Source: an optimization exercise on an open RTL-to-GDS flow (aim: small area, a short achievable clock period and few clock cycles per item). Production flows keep margins and buffers that such runs may drop.
Only simulation tests tie the RTL to the original design; equivalence was not proved.
Power and IR drop assume default switching activity.

the previous run:
Design alu_pipe, start of the top module:
module alu_pipe #(
  parameter  int WIDTH = 32,
  localparam int SHW   = $clog2(WIDTH)
) (
  input  logic             clock,
  input  logic             reset,
  input  logic             in_valid,
  output logic             in_ready,
  input  logic [WIDTH-1:0] aluin1,
  input  logic [WIDTH-1:0] aluin2,
  input  logic [2:0]       opselect,
  input  logic [2:0]       operation,
  input  logic [SHW-1:0]   shift_number,
  output logic             out_valid,
  input  logic             out_ready,
  output logic [WIDTH-1:0] aluout,
  output logic             carryout,
  output logic             overflow,
  output logic             zero,
  output logic             illegal
);
  logic        r_valid;
  logic [31:0] r_a, r_b;      
  logic [2:0]  r_op;
  logic [4:0]  r_n;
  logic        r_arith, r_hadd, r_sub, r_logic, r_shift, r_mul, r_ill;
  logic [2:0]  cnt_r;
  logic        d_sel_al, d_shift, d_mul, d_hadd, d_sub;
  logic        in_fire_s, out_free_s, r_leave_s, mul_act_s, step_s;
  logic [7:0]  lo_in;
  logic [31:0] m_hi_a, m_hi_b;
  logic        m_hi_c;
  assign d_sel_al = (opselect == alu_pkg::ARITH_LOGIC);
  assign d_shift  = (opselect == alu_pkg::SHIFT_REG) && !(operation[2] && operation[1]);
  assign d_mul    = (opselect == alu_pkg::MUL) && (operation[2:1] == 2'b00);
  assign d_hadd   = d_sel_al && (operation == alu_pkg::HADD);
  assign d_sub    = d_sel_al && (operation == alu_pkg::SUB);
  assign mul_act_s  = r_valid && r_mul;
  assign step_s     = mul_act_s && !cnt_r[2] && ((cnt_r != 3'd0) || out_free_s);
  assign out_free_s = !out_valid || out_ready;
  assign r_leave_s  = r_valid && (!r_mul || cnt_r[2]) && out_free_s;
  ...
==> flow/config.mk <==
export PLATFORM = sky130hd
export DESIGN_NAME = alu_pipe
export DESIGN_NICKNAME = alu_pipe
export VERILOG_FILES = /design/flow/design.v
export SDC_FILE = /design/flow/constraint.sdc
export NUM_CORES = 4
export LEC_CHECK = 0
export ABC_AREA = 1
export CAP_MARGIN = 20
export CORE_MARGIN = 2
export CORE_UTILIZATION = 30
export SETUP_SLACK_MARGIN = 3.1
export SLEW_MARGIN = 20
export TNS_END_PERCENT = 50
==> flow/constraint.sdc <==
create_clock -name core_clock -period 6.0 [get_ports {clock}]
set_input_delay 1.2000 -clock core_clock [delete_from_list [all_inputs] [get_ports {clock}]]
set_output_delay 1.2000 -clock core_clock [all_outputs]
set_load 0.01 [all_outputs]
run.sh (not shown) runs the stock make flow with config.mk's settings and CLKGATE_MAP_FILE= SYNTH_SCRIPT=/design/flow/synth_recipe.tcl, a recipe that flattens the netlist after the stock synthesis.
Testbench counts of the previous run, summed over its fixed seeds: cycles 47,732, ops 32,000.
[inputs] the current run vs the previous run
diff --git a/flow/config.mk b/flow/config.mk
--- a/flow/config.mk
+++ b/flow/config.mk
@@ -14 +13,0 @@
-export TNS_END_PERCENT = 50
==> comparison <==
Compared with the previous run, the current run degrades iteration-0 DRC count of the detailed router.
The current run has share of cells above drive strength 1 below what the previous run had.
Of the two values seen for launching element of the worst setup path, u_mul.one_r[3]$_DFF_P_ was produced by the current run and u_mul.two_r[1]$_DFF_P_ by the previous run.
The current run vs the previous run — design area dropped about 4.6%.

* * *

## rev 12
Another version of the RTL of alu_pipe (not shown whole).
For scale: ~3500 cells after synthesis, about 210 flip-flops, about 25000 um^2 of cells after synthesis.
clock: 6.0 ns
lec_check: 0
abc_area: 1
cap_margin: 20
core_margin: 2
core_utilization: 30
setup_slack_margin: 3
slew_margin: 20
Looking at the reports, rev 12 completed the entire flow and the layout it produced met the timing, DRC and antenna checks.
Testbench counts of rev 12, summed over its fixed seeds: cycles 47,732, ops 32,000.
Input changes introduced in rev 13 (baseline for comparison: rev 12):
-- flow/config.mk --
<<< rev 12, line 11
export CORE_UTILIZATION = 30
export SETUP_SLACK_MARGIN = 3
export SLEW_MARGIN = 20
>>> rev 13, line 11
export CORE_UTILIZATION = 30
export SETUP_SLACK_MARGIN = 2.8
export SLEW_MARGIN = 20
Results
No stage failed in rev 13, and the final checks on the layout all came back clean.
Going from rev 12 to rev 13, the buffers plus inverters on the worst setup path was found to have gone down by 2.
Rev 13 vs rev 12, path length in cells of the critical path went up by 2.
Of rev 13 and rev 12, rev 13 shows the lower share of post-route cells with drive strength above 1, with rev 12 above it.
The setup slack of rev 13 is smaller than that of rev 12.
Between rev 12 and rev 13, the flow reports number of gates resized after CTS decreasing by more than half.
Fraction of power consumed by combinational cells ended up 2.5 points lower on rev 13 than on rev 12.
Between rev 13 and rev 12, it is rev 13 whose power is lower, by about 12%.
Total wire length after detailed routing was lower in the run labelled rev 13.
Between rev 13 and rev 12, global-route usage is higher for rev 12, rev 13 comes in under that.
First-iteration detailed-routing DRC count: rev 13 vs rev 12 down 542

[re-timing with driven ports]
No port has a modelled driver above. Below, the same layouts with a new extraction and two added sets of constraints. Step 1 (the two cells are an assumption about what drives the block):
set clk [get_ports {clock}]
set_driving_cell -lib_cell sky130_fd_sc_hd__clkbuf_16 $clk
set_driving_cell -lib_cell sky130_fd_sc_hd__buf_2 [delete_from_list [all_inputs] $clk]
Step 2 adds t to the input delays and takes it off the output delays; t is the mean of the earliest and latest rising clock arrival at the registers after step 1. Input paths then give back, and output paths get back, about the clock's delay inside the block. Three values: ideal ports, drivers, drivers and shift; two values: the first two.
run	shift t [ns]	setup WS [ns]	worst setup path at the end	slew at the worst register clock pin (ns)
the previous run	0.691	2.840 / 2.840 / 2.416	input to register	0.09 / 0.09
the current run	0.702	2.991 / 2.991 / 2.468	input to register	0.08 / 0.08
rev 12	0.677	2.766 / 2.694 / 2.523	input to register	0.09 / 0.09
rev 13	0.661	2.660 / 2.597 / 2.348	input to register	0.07 / 0.07
After both steps setup and hold are still met in every run listed. For the current run, which loses most, drivers alone change the setup slack by 0.000 ns; drivers and shift together by -0.523 ns.
